Context: an optimization exercise on an open-source flow, tuned for small area. The choices shown serve that exercise and are no tape-out recipe. RTL that was checked went through simulation tests only; none was proved equivalent to the original. For runs 1 to 3, only the layout was checked, not whether the RTL still works. Power is estimated from default activity; no workload was simulated.

==> flow/run.sh <==
#!/bin/bash
# The standard layout (the standard.sh: standard synthesis, floorplan, placement, CTS,
# routing, finish) with two ORFS settings changed:
# * the buffer that placement puts on every input and output port is the smallest buffer,
#   sky130_fd_sc_hd__buf_1, instead of the one buffer_ports picks itself (every port still gets
#   its own buffer);
# * clock tree synthesis builds the tree from clkbuf_4 below a clkbuf_8 root and adds no
#   dummy load cells.
set -euo pipefail
export BUFFER_PORTS_ARGS="-buffer_cell sky130_fd_sc_hd__buf_1"
export CTS_ARGS="-sink_clustering_enable -repair_clock_nets -root_buf sky130_fd_sc_hd__clkbuf_8 -buf_list sky130_fd_sc_hd__clkbuf_4 -dont_use_dummy_load"
bash standard.sh finish > standard_flow.log 2>&1
==> standard.sh <==
#!/bin/bash
# synth_recipe.tcl (not shown) runs the flow's synth.tcl, then flattens the netlist and writes it again
# the make line also repeats each setting of config.mk as NAME=value (left out here)
make -C /OpenROAD-flow-scripts/flow DESIGN_CONFIG=/design/flow/config.mk WORK_HOME=/design/flow/orfs CLKGATE_MAP_FILE= SYNTH_SCRIPT=/design/flow/synth_recipe.tcl "${@:-finish}"
==> config.mk <==
export PLATFORM = sky130hd
export DESIGN_NAME = ballDisplay
export DESIGN_NICKNAME = ballDisplay
export VERILOG_FILES = /design/flow/design.v
export SDC_FILE = /design/flow/constraint.sdc
export NUM_CORES = 4
export LEC_CHECK = 0
export ABC_AREA = 1
export CAP_MARGIN = 20
export CORE_MARGIN = 2
export CORE_UTILIZATION = 40
export SLEW_MARGIN = 20
==> constraint.sdc <==
create_clock -name core_clock -period 12.0 [get_ports {clk}]
set_input_delay 2.4000 -clock core_clock [delete_from_list [all_inputs] [get_ports {clk}]]
set_output_delay 2.4000 -clock core_clock [all_outputs]
set_load 0.01 [all_outputs]
==> design.v <==
package displayPkg;
    localparam int coordW = 10;
    localparam int angleW = 6;
    typedef struct packed {
        logic [coordW-1:0] x;
        logic [coordW-1:0] y;
        logic              displayOn;
    } pixelT;
    typedef struct packed {
        logic [7:0] red;
        logic [7:0] green;
        logic [7:0] blue;
    } rgbT;
    typedef struct packed {
        logic [coordW-1:0] x;
        logic [coordW-1:0] y;
        logic              xNeg;
        logic              yNeg;
    } ballT;
    typedef struct packed {
        logic signed [7:0] sin;
        logic signed [7:0] cos;
    } trigT;
    localparam rgbT ball1Color = 24'hffbb00;
    localparam rgbT ball2Color = 24'hff0000;
    localparam rgbT backColor  = 24'h555555;
    localparam rgbT blankColor = 24'h000000;
endpackage
module rippleAdd
#(
    parameter int W = 8
)
(
    input  logic [W-1:0] a,
    input  logic [W-1:0] b,
    input  logic         ci,
    output logic [W-1:0] s,
    output logic         co
);
    logic [W:0] c;
    assign c[0] = ci;
    for (genvar i = 0; i < W; i++)
    begin : g_bit
        assign s[i]   = a[i] ^ b[i] ^ c[i];
        assign c[i+1] = (a[i] & b[i]) | (c[i] & (a[i] ^ b[i]));
    end
    assign co = c[W];
endmodule
module rippleCarry
#(
    parameter int W = 8
)
(
    input  logic [W-1:0] a,
    input  logic [W-1:0] b,
    input  logic         ci,
    output logic         co
);
    logic [W:0] c;
    assign c[0] = ci;
    for (genvar i = 0; i < W; i++)
    begin : g_bit
        assign c[i+1] = (a[i] & b[i]) | (a[i] & c[i]) | (b[i] & c[i]);
    end
    assign co = c[W];
endmodule
module ballDisplay
(
    input  logic        clk,
    input  logic        reset,
    input  logic        run,
    input  logic [9:0]  ballSize,
    output logic [23:0] rgb,
    output logic [9:0]  pixelX,
    output logic [9:0]  pixelY,
    output logic        displayOn,
    output logic        hSyncN,
    output logic        vSyncN
);
    logic       justReset;
    logic       xEnd;
    logic       yEnd;
    logic [9:0] xInc;
    logic [9:0] yInc;
    logic [9:0] curX;
    logic [9:0] curY;
    logic       xVis;
    logic       yVis;
    logic       onNext;
    logic       hSyncNext;
    logic       vSyncNext;
    logic       frameTick;
    rippleAdd #(.W(10)) i_xInc (.a(pixelX), .b(10'd0), .ci(1'b1), .s(xInc), .co());
    rippleAdd #(.W(10)) i_yInc (.a(pixelY), .b(10'd0), .ci(1'b1), .s(yInc), .co());
    always_comb
    begin
        xEnd = (pixelX == 10'd799);
        yEnd = (pixelY == 10'd524);
        curX = xEnd ? 10'd0 : {xInc[9:1], xInc[0] & ~justReset};
        if (!xEnd)
            curY = pixelY;
        else if (yEnd)
            curY = 10'd0;
        else
            curY = yInc;
        xVis      = !(curX[9] && (curX[8] || curX[7]));
        yVis      = !curY[9] && (curY[8:5] != 4'b1111);
        onNext    = xVis && yVis;
        hSyncNext = !((curX[9:7] == 3'b101) && (curX[6:4] != 3'b000) && (curX[6:4] != 3'b111));
        vSyncNext = !(curY[9:1] == 9'd245);
        frameTick = (curX == 10'd0) && (curY == 10'd480);
    end
    logic [10:0] slot0;
    logic [10:0] slot1;
    logic [10:0] slot2;
    logic [10:0] slot3;
    logic [5:0]  angle;
    logic [5:0]  angleInc;
    logic [17:0] accA;
    logic [17:0] accB;
    logic        turnLines;
    logic        turn;
    logic        step;
    logic        initLines;
    logic [9:0]  pos0N;
    logic        neg0;
    logic [9:0]  sizeHeld;
    logic        runHeld;
    logic [11:0] bounceQ;
    logic [11:0] bounceK;
    logic [11:0] bounceQK;
    logic [11:0] bounceT;
    logic        newNeg;
    logic [9:0]  newPos;
    always_comb
    begin
        {neg0, pos0N} = slot0;
        {runHeld, sizeHeld} = accA[10:0];
        turnLines = (curY[9:3] == 7'd60);
        turn      = turnLines && (curX == 10'd799);
        step      = turn && !curY[2] && runHeld;
        initLines = (curY[9:1] == 9'd242);
        bounceQ = {{2{neg0}}, pos0N ^ {10{~neg0}}};
        bounceK = neg0 ? 12'd0 : (curY[0] ? 12'he20 : 12'hd80);
    end
    rippleAdd #(.W(12)) i_bounceK (.a(bounceQ), .b(bounceK), .ci(1'b0), .s(bounceQK), .co());
    rippleAdd #(.W(12)) i_bounceT (.a({2'b0, sizeHeld}), .b(bounceQK), .ci(1'b1), .s(bounceT), .co());
    assign newNeg = neg0 ^ (step && !bounceT[11]);
    rippleAdd #(.W(10)) i_step (.a(pos0N), .b({{9{step && !newNeg}}, step}), .ci(1'b0), .s(newPos), .co());
    rippleAdd #(.W(6)) i_angle (.a(angle), .b(6'd0), .ci(1'b1), .s(angleInc), .co());
    always_ff @(posedge clk)
    begin
        if (reset)
        begin
            slot0 <= {1'b1, ~10'd200};
            slot1 <= {1'b1, ~10'd150};
            slot2 <= {1'b0, ~10'd320};
            slot3 <= {1'b0, ~10'd240};
            angle <= 6'd0;
        end
        else if (turn)
        begin
            slot0 <= slot1;
            slot1 <= slot2;
            slot2 <= slot3;
            slot3 <= {newNeg, newPos};
            if (curY[2:0] == 3'd0 && runHeld)
                angle <= angleInc;
        end
    end
    logic [9:0] b1xN;
    logic [9:0] b1yN;
    assign b1xN = slot2[9:0];
    assign b1yN = slot3[9:0];
    localparam logic [17:0] accA0 = 18'h39cc8;  
    localparam logic [17:0] accB0 = 18'h3b596;  
    localparam logic [111:0] sineTab = {
        7'd126, 7'd125, 7'd122, 7'd117, 7'd112, 7'd106, 7'd98, 7'd90,
        7'd81,  7'd71,  7'd60,  7'd49,  7'd37,  7'd25,  7'd12, 7'd0};
    localparam logic [111:0] cosineTab = {
        7'd12,  7'd25,  7'd37,  7'd49,  7'd60,  7'd71,  7'd81,  7'd90,
        7'd98,  7'd106, 7'd112, 7'd117, 7'd122, 7'd125, 7'd126, 7'd127};
    logic        accEn;
    logic        accX8;
    logic        accSwap;
    logic        accSubA;
    logic        accSubB;
    logic        accClr;
    logic        initGe;
    logic [6:0]  sinQ;
    logic [6:0]  cosQ;
    logic        pickSin;
    logic [6:0]  magA;
    logic [6:0]  magB;
    logic        negA;
    logic        negB;
    logic [9:0]  addA;
    logic [9:0]  addB;
    logic [17:0] sumA;
    logic [17:0] sumB;
    rippleCarry #(.W(9)) i_initCmp (.a(curX[8:0]), .b(pos0N[8:0]), .ci(1'b1), .co(initGe));
    always_comb
    begin
        accEn   = 1'b0;
        accX8   = 1'b0;
        accSwap = 1'b0;
        accSubA = 1'b0;
        accSubB = 1'b0;
        accClr  = turn && (curY[2:0] == 3'd3);
        if (yVis)
        begin
            if (xVis)
            begin
                accEn   = 1'b1;
                accSubB = 1'b1;
            end
            else if ((curX[9:7] == 3'b101) && (!curX[6] || (curX[5:4] == 2'b00)))
            begin
                accEn   = 1'b1;
                accX8   = 1'b1;
                accSubA = 1'b1;
            end
            else if (curX == 10'd799)
            begin
                accEn   = 1'b1;
                accSwap = 1'b1;
            end
        end
        else if (initLines)
        begin
            if (!curX[9])
            begin
                accEn = !initGe;
            end
            else if (curX[8:6] == 3'b000)
            begin
                accEn = !pos0N[9];
                accX8 = 1'b1;
            end
            accSwap = curY[0];
            accSubA = 1'b1;
            accSubB = curY[0];
        end
        sinQ    = sineTab[7 * angle[3:0] +: 7];
        cosQ    = cosineTab[7 * angle[3:0] +: 7];
        pickSin = angle[4] ^ accSwap;
        magA    = pickSin ? sinQ : cosQ;
        magB    = pickSin ? cosQ : sinQ;
        negA    = accEn && (angle[5] ^ (angle[4] && !accSwap) ^ accSubA);
        negB    = accEn && (angle[5] ^ (angle[4] && accSwap) ^ accSubB);
        addA    = !accEn ? 10'd0 : accX8 ? {magA, 3'd0} : {3'd0, magA};
        addB    = !accEn ? 10'd0 : accX8 ? {magB, 3'd0} : {3'd0, magB};
    end
    rippleAdd #(.W(18)) i_sumA (.a(accA), .b({{8{negA}}, addA ^ {10{negA}}}), .ci(negA), .s(sumA), .co());
    rippleAdd #(.W(18)) i_sumB (.a(accB), .b({{8{negB}}, addB ^ {10{negB}}}), .ci(negB), .s(sumB), .co());
    always_ff @(posedge clk)
    begin
        if (reset)
        begin
            accA <= accA0;
            accB <= accB0;
        end
        else if (frameTick)
        begin
            accA <= {7'd0, run, ballSize};
            accB <= 18'd0;
        end
        else if (accClr)
        begin
            accA <= 18'd0;
            accB <= 18'd0;
        end
        else
        begin
            accA <= sumA;
            accB <= sumB;
        end
    end
    logic [10:0] d1x;
    logic [9:0]  d1y;
    logic        in1yLow;
    logic        in1x;
    logic        in1y;
    logic        in2x;
    logic        in2y;
    rippleAdd #(.W(11)) i_d1x (.a({1'b0, curX}), .b({1'b1, b1xN}), .ci(1'b1), .s(d1x), .co());
    rippleAdd #(.W(10)) i_d1y (.a({1'b0, curY[8:0]}), .b({1'b1, b1yN[8:0]}), .ci(1'b1), .s(d1y), .co());
    rippleCarry #(.W(10)) i_in1x (.a(ballSize), .b(d1x[9:0] ^ {10{~d1x[10]}}), .ci(~d1x[10]), .co(in1x));
    rippleCarry #(.W(9)) i_in1y (.a(ballSize[8:0]), .b(d1y[8:0] ^ {9{~d1y[9]}}), .ci(~d1y[9]), .co(in1yLow));
    assign in1y = ballSize[9] || in1yLow;
    rippleCarry #(.W(10)) i_in2x (.a(ballSize), .b(accA[16:7] ^ {10{~accA[17]}}), .ci(~accA[17]), .co(in2x));
    rippleCarry #(.W(10)) i_in2y (.a(ballSize), .b(accB[16:7] ^ {10{~accB[17]}}), .ci(~accB[17]), .co(in2y));
    logic ball1On;
    logic ball2On;
    assign ball1On = in1x && in1y;
    assign ball2On = in2x && in2y;
    logic rBall;
    logic rOrange;
    logic rGrey;
    logic rOrGrey;
    always_ff @(posedge clk)
    begin
        if (reset)
        begin
            pixelX    <= 10'd0;
            pixelY    <= 10'd0;
            justReset <= 1'b1;
            displayOn <= 1'b0;
            hSyncN    <= 1'b1;
            vSyncN    <= 1'b1;
            rBall     <= 1'b0;
            rOrange   <= 1'b0;
            rGrey     <= 1'b0;
            rOrGrey   <= 1'b0;
        end
        else
        begin
            pixelX    <= curX;
            pixelY    <= curY;
            justReset <= 1'b0;
            displayOn <= onNext;
            hSyncN    <= hSyncNext;
            vSyncN    <= vSyncNext;
            rBall     <= onNext && (ball1On || ball2On);
            rOrange   <= onNext && ball1On;
            rGrey     <= onNext && !ball1On && !ball2On;
            rOrGrey   <= onNext && (ball1On || !ball2On);
        end
    end
    assign rgb = {rBall, displayOn, rBall, displayOn, rBall, displayOn, rBall, displayOn,
                  rOrange, rGrey, rOrange, rOrGrey, rOrange, rGrey, rOrange, rOrGrey,
                  1'b0, rGrey, 1'b0, rGrey, 1'b0, rGrey, 1'b0, rGrey};
endmodule
==> impl_metrics.ini, run 1 <==
[status]
status = finished clean

[cells_and_area]
fill_cells = 2090
area_delta_synth_final_pct = 4.10
stdcell_count = 1343
final_nets = 1190
antenna_cells = 0
drive_above_1_share_pct = 7.36
final_design_area_no_fill_mm2 = 0.00873

[clocking]
h-tree-depth = 4
clkSinkCount = 114
clock_latency_ns = 0.44
cts_root_buf = clkbuf_8
tritoncts = built
cts_made_buffers = 17
postCtsSetupRepairBufs = 0
cts_resized = 0
cts.clk_slew.worst_paths_ns = 0.11
clockBufferDepth = 2
ctsHoldBuffers = 0

[synth]
synth_edf_count = 0
ys_seq_area_share_pct = 27.2
syn_area_mm2 = 0.00839
avgSynthCellArea_um2 = 7.93
synth_seq_cells = 114
synth_top_area_share_pct = 27.2
synth_common_cells = 208 x nand2_1, 121 x inv_1, 114 x dfxtp_1
synthCells = 1058
async_flop_share_pct = 0
ys_warn_count = 1
yosys-top-cells-area = dfxtp_1 27%, fa_1 14%, nand2_1 9.3%
synthFlopType = dfxtp_1
synth_cell_types = 59
synth.most_common_cell = nand2_1
yosys.area.top_type = dfxtp_1

[route]
first_pass_iters = 5
drt_iter0_drc = 478
routedWlPerCell_um = 14.4
drcViolationCount = 0
drt_wl_total_um = 19300
via_count = 6582
vias_per_cell = 4.90
antenna_left = 0

[power_and_ir_drop]
power_leakage_nw = 4.02
p_sw_share_pct = 27.1
pwr_density_cell_mw_per_mm2 = 76.2
seqPwrFrac_pct = 59.5
fin_total_pwr_w = 0.000665
p_sw_w = 0.000180
clkPwrFrac_pct = 29.1
ir_drop_mv = 0.0466
comb_power_share_pct = 11.4
p_int_w = 0.000485

[global_routing]
grt_pass1_vias = 6000
top_usage_layer = met2
use_met3_pct = 3.79
grt_use_total_pct = 18.2
met1_usage_pct = 25.9
grt_antenna_before_repair = 0
use_met2_pct = 27.6
grt_max_degree = 55
grt_pass1_wl_um = 31200
grt-ovfl-total = 0

[worst_setup_path]
cp.required_ns = 12.31
slowest_delay_ns = 0.41
crit_top_cell = fa_1
critPathMaxFanout = 18
crit_arrival_ns = 11.59
start_kind = register
end_kind = register
cpMaxStageDelayCell = fa_1
critical_path_class = register to register

[sta]
max_freq_ghz = 0.0887
worst_clock_skew_ns = 0.0609
tns_ns = 0
hold_viol = 0
setup_slack_ns = 0.721
min_period_ns = 11.28
slew_viol_final = 0
worstMarginPinSlew_ns = 0.754
rsz0062_at_grt = no
slew_headroom_pct = 49.2
post-route-period-util_pct = 94.0
setup_viol = 0

[place]
pre_cts_ws_ns = 0.887
hpwl_um = 14800
numPortBuffers = 55
finalWeightedCongestion = 0.870
post_dp_cell_area_mm2 = 0.00860
dp.cells = 1326

[die]
die_height_um = 149
design.core.area_mm2 = 0.0204
ios = 60
die_area_mm2 = 0.0221
rows = 52
initial_utilization_pct = 41.1
die_x_um = 149

[hold_path]
hold_path_class = register to register

[flow_run]
maxCapViolCount = 0
sequential cells by signal, indices dropped and copies added, names as in the netlist:
name / flops
accA: 18
accB: 18
angle: 6
displayOn: 1
hSyncN: 1
justReset: 1
pixelX: 10
pixelY: 10
rBall: 1
rGrey: 1
rOrGrey: 1
rOrange: 1
slot0: 11
slot1: 11
slot2: 11
slot3: 11
vSyncN: 1
routing by layer:
layer | up-vias | share of wire [%]
li1 | 3391 | -
met1 | 3029 | 51
met2 | 138 | 43
met3 | 24 | 4.4
met4 | 0 | 1.7
met5 | - | 0
worst paths after layout:
path | from | endpoint | slack [ns] | cells past startpoint
max reg2reg | pixelY[0]$_SDFF_PP0_ | accA[17]$_SDFF_PP1_ | 0.72 | 47
min reg2reg | slot1[7]$_SDFFE_PP0P_ | slot0[7]$_SDFFE_PP0P_ | 0.45 | 2
min | slot1[7]$_SDFFE_PP0P_ | slot0[7]$_SDFFE_PP0P_ | 0.45 | 2
max | pixelY[0]$_SDFF_PP0_ | accA[17]$_SDFF_PP1_ | 0.72 | 47
worst max-delay path: cells and delay by family, from the launching register on:
family / cells / cell delay, ns
simple gates: 7 / 0.79
fa+ha+maj: 25 / 7.65
compound gates: 7 / 1.22
buf+inv: 6 / 0.75
flops: 1 / 0.34
xor+xnor: 2 / 0.36
area by class of cell:
cell class	instances	area [um^2]	share of cell area [%]
Clock buffer	17	134	1.53
Inverter	138	524	6.00
Timing Repair Buffer	58	230	2.64
Sequential cell	114	2280	26.1
Multi-Input combinational cell	746	5220	59.8
Tap cell	270	338	3.87
stage by stage:
stage | hold WS (ns) | util (%)
4_1_cts | 0.457 | 42.7
3_3_place_gp | 0.433 | 42.1
5_1_grt | 0.476 | 42.7
6_report | 0.453 | 42.7
3_5_place_dp | 0.437 | 42.1
2_1_floorplan | 0.421 | -
power groups by stage:
stage | logic (W) | clock network, W | registers, W
floorplan | 0.0000620 | 0 | 0.000402
finish | 0.0000757 | 0.000194 | 0.000396
global placement | 0.0000756 | 0 | 0.000405
detailed placement | 0.0000756 | 0 | 0.000405
CTS | 0.0000761 | 0.000202 | 0.000396
global route | 0.0000884 | 0.000218 | 0.000397
cells in the final DEF, fill, tap and decap left out, types with 15 or more instances in the layout:
master,netlist,layout
inv_1,121,121
clkbuf_4,0,16
fa_1,57,57
ha_1,45,45
dfxtp_1,114,114
nand3_1,29,29
nor2_1,89,89
nand2_1,208,208
xor2_1,24,24
o21ai_0,78,78
buf_1,2,54
xnor2_1,48,48
o211ai_1,15,15
a21oi_1,40,40
cells by family after synthesis:
group / after synthesis / synth area share [%]
AOI/OAI and AO/OA: 188 / 13.8
xor gates and xnor gates: 74 / 8.17
adders and majority gates: 103 / 20.4
buffers and inverters: 201 / 10.7
DFF: 114 / 27.2
other: 1 / 0.0447
and+or+nand+nor: 377 / 19.7
==> run 2: changes to the inputs <==
--- a/flow/run.sh
+++ b/flow/run.sh
@@ -8,5 +8,5 @@
 #   dummy load cells.
 set -euo pipefail
 export BUFFER_PORTS_ARGS="-buffer_cell sky130_fd_sc_hd__buf_1"
-export CTS_ARGS="-sink_clustering_enable -repair_clock_nets -root_buf sky130_fd_sc_hd__clkbuf_8 -buf_list sky130_fd_sc_hd__clkbuf_4 -dont_use_dummy_load"
+export CTS_ARGS="-sink_clustering_enable -repair_clock_nets -root_buf sky130_fd_sc_hd__clkbuf_16 -buf_list sky130_fd_sc_hd__clkbuf_4 -sink_clustering_size 10 -sink_clustering_max_diameter 60 -dont_use_dummy_load"
 bash standard.sh finish > standard_flow.log 2>&1
==> run 2 against run 1 <==
- first-iteration DRC count shrank 3.6%
- sequential power barely moved
- power rose by 1.2%
- largest cell class unchanged
==> impl_metrics.ini, run 2 <==
[clocking]
h-tree-depth = 4
cts_resized = 0
tritoncts = built
clkSinkCount = 114
postCtsSetupRepairBufs = 0
cts.clk_slew.worst_paths_ns = 0.11
cts_made_buffers = 17
cts_root_buf = clkbuf_16
ctsHoldBuffers = 0
clock_latency_ns = 0.38
clockBufferDepth = 2

[synth]
async_flop_share_pct = 0
synth_seq_cells = 114
synth.most_common_cell = nand2_1
yosys-top-cells-area = dfxtp_1 27%, fa_1 14%, nand2_1 9.3%
synth_top_area_share_pct = 27.2
ys_seq_area_share_pct = 27.2
avgSynthCellArea_um2 = 7.93
synth_common_cells = 208 x nand2_1, 121 x inv_1, 114 x dfxtp_1
ys_warn_count = 1
synthCells = 1058
synthFlopType = dfxtp_1
yosys.area.top_type = dfxtp_1
syn_area_mm2 = 0.00839
synth_cell_types = 59
synth_edf_count = 0

[place]
post_dp_cell_area_mm2 = 0.00860
numPortBuffers = 55
pre_cts_ws_ns = 0.887
dp.cells = 1326
finalWeightedCongestion = 0.870
hpwl_um = 14800

[sta]
setup_slack_ns = 0.726
worstMarginPinSlew_ns = 0.756
post-route-period-util_pct = 94.0
tns_ns = 0
hold_viol = 0
rsz0062_at_grt = no
slew_headroom_pct = 49.1
max_freq_ghz = 0.0887
min_period_ns = 11.27
setup_viol = 0
slew_viol_final = 0
worst_clock_skew_ns = 0.0621

[cells_and_area]
area_delta_synth_final_pct = 4.24
regArea_mm2 = 0.00228
drive_above_1_share_pct = 7.36
final_nets = 1190
fill_cells = 2088
final_design_area_no_fill_mm2 = 0.00874
multi_input_area_mm2 = 0.00522
largest_registers = accA (18), accB (18)
antenna_cells = 0
layout_commonest_cell = nand2_1
most-common-layout-cells = 208 x nand2_1, 121 x inv_1, 114 x dfxtp_1
stdcell_count = 1343

[die]
die_x_um = 149
design.core.area_mm2 = 0.0204
rows = 52
die_height_um = 149
initial_utilization_pct = 41.1
die_area_mm2 = 0.0221
ios = 60

[worst_setup_path]
crit_top_cell = fa_1
critical_path_class = register to register
crit_arrival_ns = 11.53
cpMaxStageDelayCell = fa_1
crit_buf_inv = 6
start_kind = register
critPathMaxFanout = 18
end_kind = register
cp_top_family = adder cells
slowest_delay_ns = 0.41
cp.required_ns = 12.26

[global_routing]
grt_pass1_vias = 6000
grt_pass1_wl_um = 31200
grt_antenna_before_repair = 0
grt_use_total_pct = 18.1
grt_max_degree = 55
grt-ovfl-total = 0

[hold_path]
hold_path_class = register to register

[status]
status = finished clean

[route]
met2WireLength_um = 8240
wl_met3_um = 805
first_pass_iters = 5
wl_met1_um = 9930
antenna_left = 0
via_count = 6574
drt_wl_total_um = 19300
drt_iter0_drc = 461
routedWlPerCell_um = 14.4
dr.max_layer_used = met4
drcViolationCount = 0
vias_per_cell = 4.90

[power_and_ir_drop]
power_leakage_nw = 4.03
pwr_density_cell_mw_per_mm2 = 77.0
ir_drop_mv = 0.0522

[flow_run]
maxCapViolCount = 0
run 2: cell counts after synthesis:
No cell type changed its count.
run 2: final cells by class:
type	count	area share (%)
multi-input combinational	746	59.7
tap	270	3.86
inverter	138	6.00
timing repair buffer	58	2.63
clock buffer	17	1.66
sequential	114	26.1
run 2: kinds of logic (layout without fill, tap and decap cells):
| logic type | after synthesis | in the layout | synth area share (%) |
|---|---|---|---|
| AO/OA/AOI/OAI | 188 | 188 | 13.8 |
| XOR/XNOR | 74 | 74 | 8.17 |
| adder cells (fa/ha/maj) | 103 | 103 | 20.4 |
| buffers and inverters | 201 | 213 | 10.7 |
| flip-flops | 114 | 114 | 27.2 |
| other | 1 | 4 | 0.0447 |
| AND/OR/NAND/NOR | 377 | 377 | 19.7 |
run 2: power breakdown:
group          total [W]  internal (W)  leakage, nW  switching (W)
combinational  0.0000758     0.0000295         3.01      0.0000463
clock           0.000202     0.0000772       0.0859       0.000125
sequential      0.000395      0.000386        0.925     0.00000907
total           0.000673      0.000493         4.03       0.000180
run 2: worst paths after layout:
check                   startpoint                    end  slack (ns)  cells past startpoint
max reg2reg   pixelY[0]$_SDFF_PP0_    accA[17]$_SDFF_PP1_        0.73                     47
min          slot1[7]$_SDFFE_PP0P_  slot0[7]$_SDFFE_PP0P_        0.45                      2
max           pixelY[0]$_SDFF_PP0_    accA[17]$_SDFF_PP1_        0.73                     47
min reg2reg  slot1[7]$_SDFFE_PP0P_  slot0[7]$_SDFFE_PP0P_        0.45                      2
run 2: metrics by stage:
stage          util, %  total power (W)  hold slack, ns
5_1_grt           42.8         0.000712           0.475
3_5_place_dp      42.1         0.000480           0.437
2_1_floorplan        -         0.000464           0.421
4_1_cts           42.8         0.000683           0.456
6_report          42.8         0.000673           0.453
3_3_place_gp      42.1         0.000480           0.433
run 2: routing by layer:
metal	up-vias	track usage [%]
met5	-	0
met1	3011	25.9
li1	3393	-
met3	23	3.79
met2	147	27.6
met4	0	5.57
run 2: worst min-delay path, delay by kind of cell, from the launching register on:
kind	cells	cell delay, ns
DFF	1	0.32
AOI/OAI and AO/OA	1	0.05
buffers and inverters	1	0.04
==> run 3: changes to the inputs <==
--- a/flow/run.sh
+++ b/flow/run.sh
@@ -8,5 +8,5 @@
 #   dummy load cells.
 set -euo pipefail
 export BUFFER_PORTS_ARGS="-buffer_cell sky130_fd_sc_hd__buf_1"
-export CTS_ARGS="-sink_clustering_enable -repair_clock_nets -root_buf sky130_fd_sc_hd__clkbuf_16 -buf_list sky130_fd_sc_hd__clkbuf_4 -sink_clustering_size 10 -sink_clustering_max_diameter 60 -dont_use_dummy_load"
+export CTS_ARGS="-sink_clustering_enable -repair_clock_nets -buf_list \"sky130_fd_sc_hd__clkbuf_4 sky130_fd_sc_hd__clkbuf_8\" -dont_use_dummy_load"
 bash standard.sh finish > standard_flow.log 2>&1
==> run 3 against run 2 <==
- still clean on timing, DRC and antenna
- area after synthesis is the same
- flip-flop and latch count is the same
- die area stayed put
- setup slack improved by 0.010 ns
- cell count stayed put
- sequential power hardly changed
- largest cell class unchanged
- highest routed layer unchanged
==> impl_metrics.ini, run 3 <==
[worst_setup_path]
crit_top_cell = fa_1
cp.required_ns = 12.32
critPathMaxFanout = 18
slowest_delay_ns = 0.41
crit_arrival_ns = 11.58
critical_path_class = register to register
start_kind = register
cpMaxStageDelayCell = fa_1
end_kind = register

[route]
drcViolationCount = 0
antenna_left = 0
wl_met3_um = 853
wl_met1_um = 9920
routedWlPerCell_um = 14.4
via_count = 6569
drt_iter0_drc = 455
first_pass_iters = 5
dr.max_layer_used = met4
met2WireLength_um = 8310
vias_per_cell = 4.89
drt_wl_total_um = 19400

[clocking]
ctsHoldBuffers = 0
tritoncts = built
cts.clk_slew.worst_paths_ns = 0.07
clockBufferDepth = 2
h-tree-depth = 4
postCtsSetupRepairBufs = 0
cts_made_buffers = 17
clock_latency_ns = 0.45
cts_root_buf = clkbuf_8
clkSinkCount = 114
cts_resized = 0

[flow_run]
maxCapViolCount = 0

[synth]
synth_seq_cells = 114
syn_area_mm2 = 0.00839
synth_top_area_share_pct = 27.2
synthAdderAreaFrac_pct = 20.4
synth_cell_types = 59
yosys-mux-area-fraction_pct = 0
synth_xor_xnor_area_share_pct = 8.17
synthCells = 1058
yosys.area_share.simple_pct = 19.7
synth_common_cells = 208 x nand2_1, 121 x inv_1, 114 x dfxtp_1
ys_warn_count = 1
synth.most_common_cell = nand2_1
yosys-top-cells-area = dfxtp_1 27%, fa_1 14%, nand2_1 9.3%
synth_top_family_by_area = adder cells
synth-compound-area-share_pct = 13.8
yosys.area.top_type = dfxtp_1
synthFlopType = dfxtp_1
async_flop_share_pct = 0
ys_seq_area_share_pct = 27.2
avgSynthCellArea_um2 = 7.93
synth_edf_count = 0

[cells_and_area]
final_design_area_no_fill_mm2 = 0.00883
final_nets = 1190
largest_registers = accA (18), accB (18)
antenna_cells = 0
drive_above_1_share_pct = 7.36
most-common-layout-cells = 208 x nand2_1, 121 x inv_1, 114 x dfxtp_1
area_delta_synth_final_pct = 5.30
final_util_pct = 43.2
layout_commonest_cell = nand2_1

[die]
design.core.area_mm2 = 0.0204
initial_utilization_pct = 41.1
rows = 52
die_x_um = 149
ios = 60
die_height_um = 149
die_area_mm2 = 0.0221

[place]
numPortBuffers = 55
hpwl_um = 14800
post_dp_cell_area_mm2 = 0.00860
finalWeightedCongestion = 0.870

[sta]
slew_viol_final = 0
worst_clock_skew_ns = 0.0405
post-route-period-util_pct = 93.9
tns_ns = 0
rsz0062_at_grt = no
min_period_ns = 11.26
max_freq_ghz = 0.0888
slew_headroom_pct = 48.3
hold_viol = 0
worstMarginPinSlew_ns = 0.767
setup_viol = 0

[power_and_ir_drop]
comb_power_share_pct = 10.4
p_sw_share_pct = 25.9
p_int_w = 0.000540
clkPwrFrac_pct = 35.3
p_sw_w = 0.000189
power_leakage_nw = 4.06
pwr_density_cell_mw_per_mm2 = 82.5
ir_drop_mv = 0.0573
seqPwrFrac_pct = 54.3

[hold_path]
hold_path_class = register to register

[global_routing]
grt_antenna_before_repair = 0
grt_max_degree = 55
grt_pass1_wl_um = 31300
grt_use_total_pct = 18.2
grt-ovfl-total = 0
grt_pass1_vias = 6010

[status]
status = finished clean
-- run 3: area by class of cell --
type	count	area, um^2
tap	270	338
multi-input combinational	746	5220
inverter	138	524
clock buffer	17	234
sequential	114	2280
timing repair buffer	58	230
fill	2070	11600
-- run 3: cell families (layout without fill, tap and decap cells) --
group,after synthesis,count (layout)
simple gates,377,377
xor+xnor,74,74
compound gates,188,188
fa+ha+maj,103,103
other cells,1,4
flops,114,114
buf+inv,201,213
-- run 3: metal layers --
layer,GRT usage (%),up-vias
li1,-,3390
met3,3.98,18
met5,0,-
met1,26.0,3027
met2,27.6,134
met4,5.43,0
-- run 3: final timing paths --
path                               from                    end  slack, ns  depth (start not counted)
setup reg to reg   pixelY[0]$_SDFF_PP0_    accA[17]$_SDFF_PP1_       0.74                         47
hold / removal    slot1[7]$_SDFFE_PP0P_  slot0[7]$_SDFFE_PP0P_       0.45                          2
setup / recovery   pixelY[0]$_SDFF_PP0_    accA[17]$_SDFF_PP1_       0.74                         47
hold reg to reg   slot1[7]$_SDFFE_PP0P_  slot0[7]$_SDFFE_PP0P_       0.45                          2
-- run 3: per-stage QoR --
step | setup WS [ns] | power, W | hold slack (ns) | cells
CTS | 0.795 | 0.000739 | 0.451 | 1343
detailed placement | 0.887 | 0.000480 | 0.437 | 1326
floorplan | 1.62 | 0.000464 | 0.421 | 1061
global placement | 0.988 | 0.000480 | 0.433 | 1326
finish | 0.736 | 0.000729 | 0.448 | 1343
global route | 0.0313 | 0.000767 | 0.470 | 1343
-- run 3: critical path, delay by kind of cell, from the launching register on --
kind / cells / cell delay [ns]
buffers and inverters: 6 / 0.75
adders and majority gates: 25 / 7.65
DFF: 1 / 0.33
AOI/OAI and AO/OA: 7 / 1.22
xor gates and xnor gates: 2 / 0.35
and+or+nand+nor: 7 / 0.80
-- run 3: power by group through the flow --
stage               sequential [W]  combinational [W]  clock (W)
floorplan                 0.000402          0.0000620          0
global placement          0.000405          0.0000756          0
detailed placement        0.000405          0.0000756          0
CTS                       0.000396          0.0000761   0.000267
global route              0.000397          0.0000884   0.000281
finish                    0.000396          0.0000757   0.000257
==> run 4: changes to the inputs <==
--- a/design.v
+++ b/design.v
@@ -118,35 +118,29 @@
     logic [5:0]  angleInc;
     logic [17:0] accA;
     logic [17:0] accB;
-    logic        turnLines;
     logic        turn;
+    logic        stepLines;
+    logic        stepSlot;
     logic        step;
+    logic        xBehind;
     logic        initLines;
-    logic [9:0]  pos0N;
-    logic        neg0;
+    logic        flip;
     logic [9:0]  sizeHeld;
     logic        runHeld;
-    logic [11:0] bounceQ;
-    logic [11:0] bounceK;
-    logic [11:0] bounceQK;
-    logic [11:0] bounceT;
     logic        newNeg;
     logic [9:0]  newPos;
     always_comb
     begin
-        {neg0, pos0N} = slot0;
         {runHeld, sizeHeld} = accA[10:0];
-        turnLines = (curY[9:3] == 7'd60);
-        turn      = turnLines && (curX == 10'd799);
-        step      = turn && !curY[2] && runHeld;
+        stepLines = (curY[9:2] == 8'd120);
+        turn      = (curX == 10'd799) && ((curY[9:3] == 7'd60) && (curY[2:1] != 2'b11))
+                  || (curX[9:1] == 9'd399) && (curY == 10'd479);
+        stepSlot  = (curX == 10'd799) && stepLines;
+        step      = stepSlot && runHeld;
         initLines = (curY[9:1] == 9'd242);
-        bounceQ = {{2{neg0}}, pos0N ^ {10{~neg0}}};
-        bounceK = neg0 ? 12'd0 : (curY[0] ? 12'he20 : 12'hd80);
     end
-    rippleAdd #(.W(12)) i_bounceK (.a(bounceQ), .b(bounceK), .ci(1'b0), .s(bounceQK), .co());
-    rippleAdd #(.W(12)) i_bounceT (.a({2'b0, sizeHeld}), .b(bounceQK), .ci(1'b1), .s(bounceT), .co());
-    assign newNeg = neg0 ^ (step && !bounceT[11]);
-    rippleAdd #(.W(10)) i_step (.a(pos0N), .b({{9{step && !newNeg}}, step}), .ci(1'b0), .s(newPos), .co());
+    assign newNeg = slot2[10] ^ (step && flip);
+    rippleAdd #(.W(10)) i_step (.a(slot2[9:0]), .b({{9{step && !newNeg}}, step}), .ci(1'b0), .s(newPos), .co());
     rippleAdd #(.W(6)) i_angle (.a(angle), .b(6'd0), .ci(1'b1), .s(angleInc), .co());
     always_ff @(posedge clk)
     begin
@@ -161,10 +155,10 @@
         else if (turn)
         begin
             slot0 <= slot1;
-            slot1 <= slot2;
+            slot1 <= {newNeg, newPos};
             slot2 <= slot3;
-            slot3 <= {newNeg, newPos};
-            if (curY[2:0] == 3'd0 && runHeld)
+            slot3 <= slot0;
+            if (step && curY[1:0] == 2'd0)
                 angle <= angleInc;
         end
     end
@@ -186,7 +180,6 @@
     logic        accSubA;
     logic        accSubB;
     logic        accClr;
-    logic        initGe;
     logic [6:0]  sinQ;
     logic [6:0]  cosQ;
     logic        pickSin;
@@ -198,7 +191,6 @@
     logic [9:0]  addB;
     logic [17:0] sumA;
     logic [17:0] sumB;
-    rippleCarry #(.W(9)) i_initCmp (.a(curX[8:0]), .b(pos0N[8:0]), .ci(1'b1), .co(initGe));
     always_comb
     begin
         accEn   = 1'b0;
@@ -206,7 +198,7 @@
         accSwap = 1'b0;
         accSubA = 1'b0;
         accSubB = 1'b0;
-        accClr  = turn && (curY[2:0] == 3'd3);
+        accClr  = stepSlot && (curY[1:0] == 2'd3);
         if (yVis)
         begin
             if (xVis)
@@ -228,15 +220,7 @@
         end
         else if (initLines)
         begin
-            if (!curX[9])
-            begin
-                accEn = !initGe;
-            end
-            else if (curX[8:6] == 3'b000)
-            begin
-                accEn = !pos0N[9];
-                accX8 = 1'b1;
-            end
+            accEn   = xBehind;
             accSwap = curY[0];
             accSubA = 1'b1;
             accSubB = curY[0];
@@ -265,17 +249,14 @@
             accA <= {7'd0, run, ballSize};
             accB <= 18'd0;
         end
-        else if (accClr)
-        begin
-            accA <= 18'd0;
-            accB <= 18'd0;
-        end
         else
         begin
-            accA <= sumA;
+            accA <= accClr ? 18'd0 : sumA;
             accB <= sumB;
         end
     end
+    logic [9:0]  xOp;
+    logic [9:0]  sizeOp;
     logic [10:0] d1x;
     logic [9:0]  d1y;
     logic        in1yLow;
@@ -283,9 +264,24 @@
     logic        in1y;
     logic        in2x;
     logic        in2y;
-    rippleAdd #(.W(11)) i_d1x (.a({1'b0, curX}), .b({1'b1, b1xN}), .ci(1'b1), .s(d1x), .co());
+    always_comb
+    begin
+        if (step)
+        begin
+            xOp    = slot2[10] ? 10'd0 : (curY[0] ? 10'd479 : 10'd639);
+            sizeOp = sizeHeld;
+        end
+        else
+        begin
+            xOp    = curX;
+            sizeOp = ballSize;
+        end
+    end
+    rippleAdd #(.W(11)) i_d1x (.a({1'b0, xOp}), .b({1'b1, b1xN}), .ci(1'b1), .s(d1x), .co());
     rippleAdd #(.W(10)) i_d1y (.a({1'b0, curY[8:0]}), .b({1'b1, b1yN[8:0]}), .ci(1'b1), .s(d1y), .co());
-    rippleCarry #(.W(10)) i_in1x (.a(ballSize), .b(d1x[9:0] ^ {10{~d1x[10]}}), .ci(~d1x[10]), .co(in1x));
+    rippleCarry #(.W(10)) i_in1x (.a(sizeOp), .b(d1x[9:0] ^ {10{~d1x[10]}}), .ci(~d1x[10]), .co(in1x));
+    assign flip    = in1x;
+    assign xBehind = d1x[10];
     rippleCarry #(.W(9)) i_in1y (.a(ballSize[8:0]), .b(d1y[8:0] ^ {9{~d1y[9]}}), .ci(~d1y[9]), .co(in1yLow));
     assign in1y = ballSize[9] || in1yLow;
     rippleCarry #(.W(10)) i_in2x (.a(ballSize), .b(accA[16:7] ^ {10{~accA[17]}}), .ci(~accA[17]), .co(in2x));
==> flow/run.sh (replaced) <==
#!/bin/bash
# The standard layout (the standard.sh: standard synthesis, floorplan, placement, CTS,
# routing, finish) with two ORFS settings changed:
# * the buffer that placement puts on every input and output port is the smallest buffer,
#   sky130_fd_sc_hd__buf_1, instead of the one buffer_ports picks itself (every port still gets
#   its own buffer);
# * clock tree synthesis builds the tree from clkbuf_4 and clkbuf_8 only (not clkbuf_16) and
#   adds no dummy load cells.
set -euo pipefail
export BUFFER_PORTS_ARGS="-buffer_cell sky130_fd_sc_hd__buf_1"
export CTS_ARGS="-sink_clustering_enable -repair_clock_nets -root_buf sky130_fd_sc_hd__clkbuf_8 -buf_list sky130_fd_sc_hd__clkbuf_4 -sink_buffer_max_cap_derate 0.5 -dont_use_dummy_load"
bash standard.sh finish > standard_flow.log 2>&1
==> run 4 against run 3 <==
- register-to-register slack worse by 0.52 ns
- area after synthesis down 3.1%
- sequential power about the same
- combinational power down 12%
- cell area up 4.8%
- flip-flop and latch count unchanged
- core utilization up 2.8 points
- largest power group unchanged
- cell count up 3.3%
- fmax down 4.4%
- critical endpoint is now accB[17]$_SDFF_PP1_
==> impl_metrics.ini, run 4 <==
[die]
rows = 52
die_area_mm2 = 0.0215
ios = 60
design.core.area_mm2 = 0.0201
die_x_um = 147
die_height_um = 147
initial_utilization_pct = 40.4

[worst_setup_path]
start_kind = register
ff2ff_setup_slack_ns = 0.22
slowest_delay_ns = 0.40
critPathMaxFanout = 2
critical_path_class = register to register
reg2reg_to = accB[17]$_SDFF_PP1_
crit_arrival_ns = 12.07
rr_worst_depth = 65
r2r_start = pixelX[0]$_SDFF_PP0_
crit_top_cell = fa_2
startpoint = pixelX[0]$_SDFF_PP0_
cpMaxStageDelayCell = fa_2
end_kind = register
cp.required_ns = 12.28

[cells_and_area]
most-common-layout-cells = 198 x nand2_1, 139 x inv_1, 110 x dfxtp_1
largest_registers = accA (18), accB (18)
final_util_pct = 46.1
layout_commonest_cell = nand2_1
area_delta_synth_final_pct = 14.0
antenna_cells = 0
stdcell_count = 1387
drive_above_1_share_pct = 18.4
final_nets = 1220

[global_routing]
grt_pass1_vias = 6308
grt-ovfl-total = 0
grt_antenna_before_repair = 0
grt_pass1_wl_um = 32100
grt_use_total_pct = 18.9
grt_max_degree = 70

[synth]
synthCells = 1057
ys_warn_count = 1
synth_top_area_share_pct = 28.1
synth_seq_cells = 114
async_flop_share_pct = 0
avgSynthCellArea_um2 = 7.69
synth_edf_count = 0
yosys.area.top_type = dfxtp_1
synth_cell_types = 49
synth_xor_xnor_area_share_pct = 6.68
synth.most_common_cell = nand2_1
synth_common_cells = 202 x nand2_1, 159 x inv_1, 114 x dfxtp_1
ys_seq_area_share_pct = 28.1
yosys-top-cells-area = dfxtp_1 28%, fa_1 14%, nand2_1 9.3%
synthFlopType = dfxtp_1
yosys.area_share.simple_pct = 21.8
syn_area_mm2 = 0.00813
synth_top_family_by_area = simple AND/OR/NAND/NOR gates
synth-compound-area-share_pct = 11.3
yosys-mux-area-fraction_pct = 0
synthAdderAreaFrac_pct = 20.1

[clocking]
cts_root_buf = clkbuf_8
h-tree-depth = 4
clkSinkCount = 114
clockBufferDepth = 2
tritoncts = built
cts.clk_slew.worst_paths_ns = 0.12
cts_made_buffers = 17
clock_latency_ns = 0.43
ctsHoldBuffers = 0

[place]
hpwl_um = 14900
finalWeightedCongestion = 0.877
dp.cells = 1361
pre_cts_ws_ns = -0.240
numPortBuffers = 55

[sta]
hold_viol = 0
worstMarginPinSlew_ns = 0.754
min_period_ns = 11.78
post-route-period-util_pct = 98.2
max_freq_ghz = 0.0849
slew_viol_final = 0
setup_viol = 0
setup_slack_ns = 0.217
fin_hold_ws_ns = 0.463
slew_headroom_pct = 49.7
worst_clock_skew_ns = 0.0467
rsz0062_at_grt = yes

[route]
drt_iter0_drc = 509
routedWlPerCell_um = 14.4
antenna_left = 0
drt_wl_total_um = 20000
vias_per_cell = 4.87
via_count = 6756
drcViolationCount = 0
first_pass_iters = 5

[hold_path]
hold_path_class = register to register
min_to = slot0[6]$_SDFFE_PP0P_
hold_start = slot0[6]$_SDFFE_PP0P_
min_path_cells = 2

[flow_run]
maxCapViolCount = 0

[power_and_ir_drop]
power_leakage_nw = 4.21
pwr_density_cell_mw_per_mm2 = 71.5
ir_drop_mv = 0.0418

[status]
status = finished clean
==> run 4: cell count changes after synthesis, moves of 9 or more <==
| cell | previous run | this run |
|---|---|---|
| a21oi_1 | 40 | 23 |
| ha_1 | 45 | 31 |
| inv_1 | 121 | 159 |
| nor2_1 | 89 | 104 |
| o21ai_0 | 78 | 67 |
| xnor2_1 | 48 | 29 |
| xor2_1 | 24 | 33 |
==> run 4: how the worst max path moves through the flow <==
stage,end,slack (ns),cells past startpoint
floorplan,accA[17]$_SDFF_PP1_,0.03,63
global placement,accB[17]$_SDFF_PP1_,-0.1,66
detailed placement,accB[17]$_SDFF_PP1_,-0.24,66
CTS,accB[17]$_SDFF_PP1_,-0.04,65
global route,accB[17]$_SDFF_PP1_,-0.21,66
finish,accB[17]$_SDFF_PP1_,0.22,65
==> run 4: power breakdown <==
part | total (W) | leakage (nW) | internal, W | switching (W)
registers | 0.000396 | 0.926 | 0.000386 | 0.00000932
logic | 0.0000663 | 3.20 | 0.0000265 | 0.0000398
clock network | 0.000200 | 0.0808 | 0.0000694 | 0.000131
==> run 4: layer usage <==
layer  track usage, %  share of wire (%)  up-vias  wire (um)
li1                 -                  -     3411          -
met1             25.9                 48     3168       9590
met2             30.4                 46      153       9230
met3             3.62                4.0       24        801
met4             5.44                1.9        0        371
met5                0                  0        -          0
==> run 4: critical path, delay by kind of cell, from the launching register on <==
family | cells | cell delay [ns]
adder cells (fa/ha/maj) | 34 | 8.92
AND/OR/NAND/NOR | 11 | 0.91
AO/OA/AOI/OAI | 1 | 0.08
flip-flops | 1 | 0.36
XOR/XNOR | 3 | 0.31
buffers and inverters | 16 | 1.04
==> run 4: cells by family (layout without fill, tap and decap cells) <==
logic type,after synthesis,in the layout
other cells,1,4
fa+ha+maj,98,98
compound gates,155,155
buf+inv,226,283
simple gates,401,401
flops,114,114
xor+xnor,62,62
==> run 4: what timing repair did <==
action                                  in CTS  in global routing
gates resized for setup                     25                 79
pin swaps                                    8                 21
buffers inserted                             7                  2
endpoints found under the setup margin       5                  6
==> run 4: through the flow <==
step                cell area, um^2  TNS [ns]  total power, W
finish                         9260         0        0.000662
global route                   9260    -0.484        0.000696
CTS                            8940   -0.0397        0.000669
detailed placement             8680    -0.642        0.000469
global placement               8680   -0.0961        0.000468
floorplan                      8210         0        0.000455
==> run 4: area by class of cell <==
type / instances / area, um^2
tap: 270 / 338
inverter: 168 / 636
multi-input combinational: 720 / 5300
fill: 2008 / 10800
sequential: 114 / 2290
clock buffer: 17 / 134
timing repair buffer: 98 / 566
==> run 5: changes to the inputs <==
--- a/design.v
+++ b/design.v
@@ -120,9 +120,12 @@
     logic [17:0] accB;
     logic        turn;
     logic        stepLines;
+    logic        bounceSlot;
     logic        stepSlot;
     logic        step;
     logic        xBehind;
+    logic        behindHeld;
+    logic        flipHeld;
     logic        initLines;
     logic        flip;
     logic [9:0]  sizeHeld;
@@ -135,11 +138,12 @@
         stepLines = (curY[9:2] == 8'd120);
         turn      = (curX == 10'd799) && ((curY[9:3] == 7'd60) && (curY[2:1] != 2'b11))
                   || (curX[9:1] == 9'd399) && (curY == 10'd479);
+        bounceSlot = (curX == 10'd798) && stepLines;
         stepSlot  = (curX == 10'd799) && stepLines;
         step      = stepSlot && runHeld;
         initLines = (curY[9:1] == 9'd242);
     end
-    assign newNeg = slot2[10] ^ (step && flip);
+    assign newNeg = slot2[10] ^ (step && flipHeld);
     rippleAdd #(.W(10)) i_step (.a(slot2[9:0]), .b({{9{step && !newNeg}}, step}), .ci(1'b0), .s(newPos), .co());
     rippleAdd #(.W(6)) i_angle (.a(angle), .b(6'd0), .ci(1'b1), .s(angleInc), .co());
     always_ff @(posedge clk)
@@ -220,7 +224,7 @@
         end
         else if (initLines)
         begin
-            accEn   = xBehind;
+            accEn   = behindHeld;
             accSwap = curY[0];
             accSubA = 1'b1;
             accSubB = curY[0];
@@ -266,7 +270,7 @@
     logic        in2y;
     always_comb
     begin
-        if (step)
+        if (bounceSlot)
         begin
             xOp    = slot2[10] ? 10'd0 : (curY[0] ? 10'd479 : 10'd639);
             sizeOp = sizeHeld;
@@ -282,6 +286,11 @@
     rippleCarry #(.W(10)) i_in1x (.a(sizeOp), .b(d1x[9:0] ^ {10{~d1x[10]}}), .ci(~d1x[10]), .co(in1x));
     assign flip    = in1x;
     assign xBehind = d1x[10];
+    always_ff @(posedge clk)
+    begin
+        flipHeld   <= flip;
+        behindHeld <= initLines && xBehind;
+    end
     rippleCarry #(.W(9)) i_in1y (.a(ballSize[8:0]), .b(d1y[8:0] ^ {9{~d1y[9]}}), .ci(~d1y[9]), .co(in1yLow));
     assign in1y = ballSize[9] || in1yLow;
     rippleCarry #(.W(10)) i_in2x (.a(ballSize), .b(accA[16:7] ^ {10{~accA[17]}}), .ci(~accA[17]), .co(in2x));
--- a/flow/run.sh
+++ b/flow/run.sh
@@ -8,5 +8,5 @@
 #   adds no dummy load cells.
 set -euo pipefail
 export BUFFER_PORTS_ARGS="-buffer_cell sky130_fd_sc_hd__buf_1"
-export CTS_ARGS="-sink_clustering_enable -repair_clock_nets -root_buf sky130_fd_sc_hd__clkbuf_8 -buf_list sky130_fd_sc_hd__clkbuf_4 -sink_buffer_max_cap_derate 0.5 -dont_use_dummy_load"
+export CTS_ARGS="-sink_clustering_enable -repair_clock_nets -root_buf sky130_fd_sc_hd__clkbuf_8 -buf_list sky130_fd_sc_hd__clkbuf_4 -sink_clustering_buffer sky130_fd_sc_hd__clkbuf_4 -sink_clustering_size 8 -sink_clustering_max_diameter 40 -dont_use_dummy_load"
 bash standard.sh finish > standard_flow.log 2>&1
==> run 5 against run 4 <==
- non-clock buffer count down 39
- fmax rose by 12%
- critical path depth fell by 18
- cell area down 6.2%
- highest routed layer unchanged
- clock skew shrank 0.012 ns
- setup slack improved by 1.2 ns
- synthesized cell count rose by 1.3%
- clock-buffer cell count unchanged
- still clean
- sequential power rose by 2%
- routed wire length decreased by 2.7%
- hold slack better by 0.00052 ns
==> impl_metrics.ini, run 5 <==
[cells_and_area]
final_design_area_no_fill_mm2 = 0.00869
fill_cells = 2076
final_nets = 1192
antenna_cells = 0
layout_commonest_cell = nand2_1
largest_registers = accA (18), accB (18)
area_delta_synth_final_pct = 4.56
final_util_pct = 42.8
most-common-layout-cells = 213 x nand2_1, 151 x inv_1, 116 x dfxtp_1
drive_above_1_share_pct = 7.53

[sta]
rsz0062_at_grt = no
min_period_ns = 10.57
worst_clock_skew_ns = 0.0345
max_freq_ghz = 0.0946
slew_viol_final = 0
setup_viol = 0
post-route-period-util_pct = 88.1
worstMarginPinSlew_ns = 0.680
tns_ns = 0
slew_headroom_pct = 54.7
hold_viol = 0

[worst_setup_path]
ff2ff_setup_slack_ns = 1.43
crit_arrival_ns = 10.84
startpoint = pixelY[0]$_SDFF_PP0_
critPathMaxFanout = 15
crit_top_cell = fa_1
end_kind = register
rr_worst_depth = 47
reg2reg_to = accA[17]$_SDFF_PP1_
cp.required_ns = 12.27
slowest_delay_ns = 0.50
start_kind = register
critical_path_class = register to register
cpMaxStageDelayCell = ha_1
r2r_start = pixelY[0]$_SDFF_PP0_

[global_routing]
grt_antenna_before_repair = 0
grt_max_degree = 69
grt_use_total_pct = 18.7
grt-ovfl-total = 0
grt_pass1_vias = 6254
grt_pass1_wl_um = 32300

[synth]
synthFlopType = dfxtp_1
synth_top_area_share_pct = 28.0
avgSynthCellArea_um2 = 7.76
yosys-top-cells-area = dfxtp_1 28%, fa_1 14%, nand2_1 9.6%
synthCells = 1071
async_flop_share_pct = 0
ys_seq_area_share_pct = 28.0
synth_cell_types = 55
yosys.area.top_type = dfxtp_1
synth.most_common_cell = nand2_1
syn_area_mm2 = 0.00831
synth_common_cells = 213 x nand2_1, 153 x inv_1, 116 x dfxtp_1
synth_seq_cells = 116
ys_warn_count = 1
synth_edf_count = 0

[hold_path]
min_to = slot0[6]$_SDFFE_PP0P_
hold_path_class = register to register
min_path_cells = 2
hold_start = slot0[6]$_SDFFE_PP0P_

[clocking]
clock_latency_ns = 0.43
clkSinkCount = 116
cts_root_buf = clkbuf_8
cts_made_buffers = 17
cts.clk_slew.worst_paths_ns = 0.11
h-tree-depth = 4
clockBufferDepth = 2
tritoncts = built
cts_resized = 0
ctsHoldBuffers = 0
postCtsSetupRepairBufs = 0

[route]
first_pass_iters = 5
routedWlPerCell_um = 14.3
drt_wl_total_um = 19400
antenna_left = 0
via_count = 6619
vias_per_cell = 4.87
drcViolationCount = 0
drt_iter0_drc = 414

[power_and_ir_drop]
p_sw_w = 0.000179
p_int_w = 0.000486
p_sw_share_pct = 26.9
comb_power_share_pct = 9.4
power_leakage_nw = 4.12
pwr_density_cell_mw_per_mm2 = 76.6
seqPwrFrac_pct = 60.3
clkPwrFrac_pct = 30.3
ir_drop_mv = 0.0490

[die]
rows = 52
die_area_mm2 = 0.0219
ios = 60
initial_utilization_pct = 40.9
die_height_um = 148
die_x_um = 148
design.core.area_mm2 = 0.0203

[status]
status = finished clean

[flow_run]
maxCapViolCount = 0

[place]
hpwl_um = 15000
numPortBuffers = 55
finalWeightedCongestion = 0.906
post_dp_cell_area_mm2 = 0.00853
==> run 5: stage by stage <==
step	hold slack (ns)	std cells	power, W	setup slack, ns
global placement	0.434	1341	0.000473	1.69
finish	0.464	1359	0.000666	1.43
detailed placement	0.437	1341	0.000473	1.49
CTS	0.468	1358	0.000675	1.50
floorplan	0.424	1074	0.000460	2.28
global route	0.492	1359	0.000702	0.736
==> run 5: kinds of logic (layout without fill, tap and decap cells) <==
group	after synthesis	after routing	share of synthesized area [%]
adder cells (fa/ha/maj)	92	92	18.9
flip-flops	116	116	28.0
AO/OA/AOI/OAI	155	155	11.0
buffers and inverters	229	244	12.0
XOR/XNOR	64	64	6.75
other	1	4	0.0451
AND/OR/NAND/NOR	414	414	23.4
==> run 5: worst max path at each step <==
stage / slack (ns) / depth (start not counted) / endpoint
6_report: 1.43 / 47 / accA[17]$_SDFF_PP1_
4_1_cts: 1.50 / 47 / accA[17]$_SDFF_PP1_
3_5_place_dp: 1.49 / 47 / accA[17]$_SDFF_PP1_
2_1_floorplan: 2.28 / 45 / accA[17]$_SDFF_PP1_
5_1_grt: 0.74 / 47 / accA[17]$_SDFF_PP1_
3_3_place_gp: 1.69 / 47 / accA[17]$_SDFF_PP1_
==> run 5: cell type report <==
class | instances | area [um^2] | share of cell area (%)
Multi-Input combinational cell | 729 | 5000 | 57.6
Timing Repair Buffer | 59 | 256 | 2.95
Clock buffer | 17 | 134 | 1.54
Inverter | 168 | 634 | 7.30
Tap cell | 270 | 338 | 3.89
Sequential cell | 116 | 2320 | 26.7
==> run 5: per-layer routing <==
metal / GRT usage (%) / vias up / routed length (um)
li1: - / 3393 / -
met1: 26.7 / 3046 / 9610
met2: 28.9 / 158 / 8620
met3: 3.56 / 22 / 955
met4: 5.38 / 0 / 267
met5: 0 / - / 0
==> run 5: worst max-delay path, delay by kind of cell (launching register included) <==
family	cells	cell delay, ns
flip-flops	1	0.34
XOR/XNOR	2	0.30
buffers and inverters	9	0.81
adder cells (fa/ha/maj)	25	7.46
AO/OA/AOI/OAI	5	0.65
AND/OR/NAND/NOR	6	0.83
==> run 5: power groups by stage <==
stage	Sequential, W	Combinational (W)	Clock [W]
2_1_floorplan	0.000409	0.0000518	0
3_3_place_gp	0.000411	0.0000626	0
3_5_place_dp	0.000411	0.0000625	0
4_1_cts	0.000402	0.0000627	0.000211
5_1_grt	0.000404	0.0000716	0.000227
6_report	0.000402	0.0000625	0.000202
==> run 6: changes to the inputs <==
--- a/flow/run.sh
+++ b/flow/run.sh
@@ -8,5 +8,5 @@
 #   adds no dummy load cells.
 set -euo pipefail
 export BUFFER_PORTS_ARGS="-buffer_cell sky130_fd_sc_hd__buf_1"
-export CTS_ARGS="-sink_clustering_enable -repair_clock_nets -root_buf sky130_fd_sc_hd__clkbuf_8 -buf_list sky130_fd_sc_hd__clkbuf_4 -sink_clustering_buffer sky130_fd_sc_hd__clkbuf_4 -sink_clustering_size 8 -sink_clustering_max_diameter 40 -dont_use_dummy_load"
+export CTS_ARGS="-sink_clustering_enable -repair_clock_nets -buf_list \"sky130_fd_sc_hd__clkbuf_4 sky130_fd_sc_hd__clkbuf_8\" -dont_use_dummy_load"
 bash standard.sh finish > standard_flow.log 2>&1
==> run 6 against run 5 <==
- area after synthesis unchanged
- core utilization increased by 0.49 points
- first-iteration DRC count is 2.9% lower
- cell area up 1.2%
- routed wire length increased by 0.33%
- clock skew is 0.013 ns lower
- cell count unchanged
==> impl_metrics.ini, run 6 <==
[worst_setup_path]
rr_worst_depth = 47
start_kind = register
r2r_start = pixelY[0]$_SDFF_PP0_
cp.required_ns = 12.29
cpMaxStageDelayCell = ha_1
crit_arrival_ns = 10.87
critical_path_class = register to register
reg2reg_to = accA[17]$_SDFF_PP1_
critPathMaxFanout = 15
slowest_delay_ns = 0.50
crit_top_cell = fa_1
end_kind = register
ff2ff_setup_slack_ns = 1.42

[sta]
max_freq_ghz = 0.0945
post-route-period-util_pct = 88.2
setup_viol = 0
slew_headroom_pct = 53.8
worstMarginPinSlew_ns = 0.692
rsz0062_at_grt = no
hold_viol = 0
worst_clock_skew_ns = 0.0211
tns_ns = 0
min_period_ns = 10.58
fin_hold_ws_ns = 0.455
slew_viol_final = 0

[flow_run]
maxCapViolCount = 0

[global_routing]
grt_pass1_vias = 6246
top_usage_layer = met2
use_met2_pct = 28.9
use_met3_pct = 3.56
grt_antenna_before_repair = 0
grt_use_total_pct = 18.7
grt_max_degree = 69
met1_usage_pct = 26.9
grt_pass1_wl_um = 32500
grt-ovfl-total = 0

[place]
dp.cells = 1341
post_dp_cell_area_mm2 = 0.00853
hpwl_um = 15000
numPortBuffers = 55
finalWeightedCongestion = 0.906

[die]
die_area_mm2 = 0.0219
initial_utilization_pct = 40.9
die_height_um = 148
design.core.area_mm2 = 0.0203
rows = 52
ios = 60
die_x_um = 148

[synth]
yosys.area.top_type = dfxtp_1
synthFlopType = dfxtp_1
async_flop_share_pct = 0
synth_cell_types = 55
yosys-top-cells-area = dfxtp_1 28%, fa_1 14%, nand2_1 9.6%
avgSynthCellArea_um2 = 7.76
synth_seq_cells = 116
ys_warn_count = 1
synthCells = 1071
synth_edf_count = 0
synth.most_common_cell = nand2_1
synth_common_cells = 213 x nand2_1, 153 x inv_1, 116 x dfxtp_1
syn_area_mm2 = 0.00831
synth_top_area_share_pct = 28.0
ys_seq_area_share_pct = 28.0

[hold_path]
min_path_cells = 2
hold_start = slot0[4]$_SDFFE_PP1P_
hold_path_class = register to register
min_to = slot0[4]$_SDFFE_PP1P_

[route]
via_count = 6681
drcViolationCount = 0
routedWlPerCell_um = 14.4
drt_wl_total_um = 19500
drt_iter0_drc = 402
vias_per_cell = 4.92
first_pass_iters = 5
antenna_left = 0

[cells_and_area]
area_delta_synth_final_pct = 5.77
final_nets = 1192
drive_above_1_share_pct = 7.53
most-common-layout-cells = 213 x nand2_1, 151 x inv_1, 116 x dfxtp_1
stdcell_count = 1359
antenna_cells = 0
final_util_pct = 43.3
final_design_area_no_fill_mm2 = 0.00879
largest_registers = accA (18), accB (18)
layout_commonest_cell = nand2_1

[clocking]
clock_latency_ns = 0.44
cts_resized = 0
cts.clk_slew.worst_paths_ns = 0.07
tritoncts = built
postCtsSetupRepairBufs = 0
clkSinkCount = 116
h-tree-depth = 4
clockBufferDepth = 2
ctsHoldBuffers = 0
cts_made_buffers = 17
cts_root_buf = clkbuf_8

[power_and_ir_drop]
power_leakage_nw = 4.17
pwr_density_cell_mw_per_mm2 = 83.1
ir_drop_mv = 0.0587

[status]
status = finished clean
[run 6: through the flow]
stage	power, W	setup WS [ns]
finish	0.000730	1.42
global placement	0.000473	1.69
CTS	0.000739	1.49
global route	0.000767	0.730
floorplan	0.000460	2.28
detailed placement	0.000473	1.49
[run 6: worst max-delay path by stage]
stage,start,to,slack (ns)
finish,pixelY[0]$_SDFF_PP0_,accA[17]$_SDFF_PP1_,1.42
global route,pixelY[0]$_SDFF_PP0_,accA[17]$_SDFF_PP1_,0.73
CTS,pixelY[0]$_SDFF_PP0_,accA[17]$_SDFF_PP1_,1.49
detailed placement,pixelY[0]$_SDFF_PP0_,accA[17]$_SDFF_PP1_,1.49
global placement,pixelY[0]$_SDFF_PP0_,accA[17]$_SDFF_PP1_,1.69
floorplan,pixelY[0]$_SDFF_PP0_,accA[17]$_SDFF_PP1_,2.28
[run 6: cell type report]
class | instances | area (um^2)
fillers | 2068 | 11500
well taps | 270 | 338
flip-flops and latches | 116 | 2320
clock buffers | 17 | 234
inverters | 168 | 634
multi-input cells | 729 | 5000
repair buffers | 59 | 256
[run 6: report_power, final]
| group | total (W) | internal, W | switching, W |
|---|---|---|---|
| sequential | 0.000402 | 0.000394 | 0.00000849 |
| combinational | 0.0000625 | 0.0000239 | 0.0000387 |
| clock | 0.000266 | 0.000124 | 0.000142 |
[run 6: kinds of logic (layout without fill, tap and decap cells)]
logic type | Yosys count | after routing | share of synthesized area (%)
AO/OA/AOI/OAI | 155 | 155 | 11.0
AND/OR/NAND/NOR | 414 | 414 | 23.4
other | 1 | 4 | 0.0451
XOR/XNOR | 64 | 64 | 6.75
adder cells (fa/ha/maj) | 92 | 92 | 18.9
buffers and inverters | 229 | 244 | 12.0
flip-flops | 116 | 116 | 28.0
[run 6: critical path, delay by kind of cell, from the launching register on]
family / cells / cell delay [ns]
flops: 1 / 0.34
buf+inv: 9 / 0.81
simple gates: 6 / 0.84
xor+xnor: 2 / 0.31
compound gates: 5 / 0.65
fa+ha+maj: 25 / 7.47
[run 6: metal layers]
| metal | part of all wire (%) | wire length, um | vias to the layer above |
|---|---|---|---|
| li1 | - | - | 3385 |
| met1 | 49 | 9470 | 3102 |
| met2 | 45 | 8690 | 167 |
| met3 | 5.4 | 1050 | 27 |
| met4 | 1.6 | 305 | 0 |
| met5 | 0 | 0 | - |

[afterwards: timing with drivers on the ports]
Ports are ideal in the flow. The routed layouts listed here were re-timed in OpenROAD. Step 1: set_driving_cell puts a clkbuf_16 on clk and a buf_2 on each other input, an assumption about the parent block. Step 2 moves the port delays by t, midway between the first and last clock arrival at a register: inputs arrive t later, outputs are due t later. That takes back most of the time a late clock gives input paths. Slacks: ideal / step 1 / step 2; pairs: ideal / step 1.
run | shift t [ns] | setup WS [ns] | worst setup path after step 2
run 1 | 0.447 | 0.721 / 0.721 / 0.721 | register to register
run 2 | 0.394 | 0.726 / 0.726 / 0.726 | register to register
run 3 | 0.469 | 0.736 / 0.736 / 0.736 | register to register
run 4 | 0.449 | 0.217 / 0.217 / 0.217 | register to register
run 5 | 0.443 | 1.434 / 1.434 / 1.434 | register to register
run 6 | 0.471 | 1.416 / 1.416 / 1.416 | register to register
After both steps setup and hold are still met in every run listed.
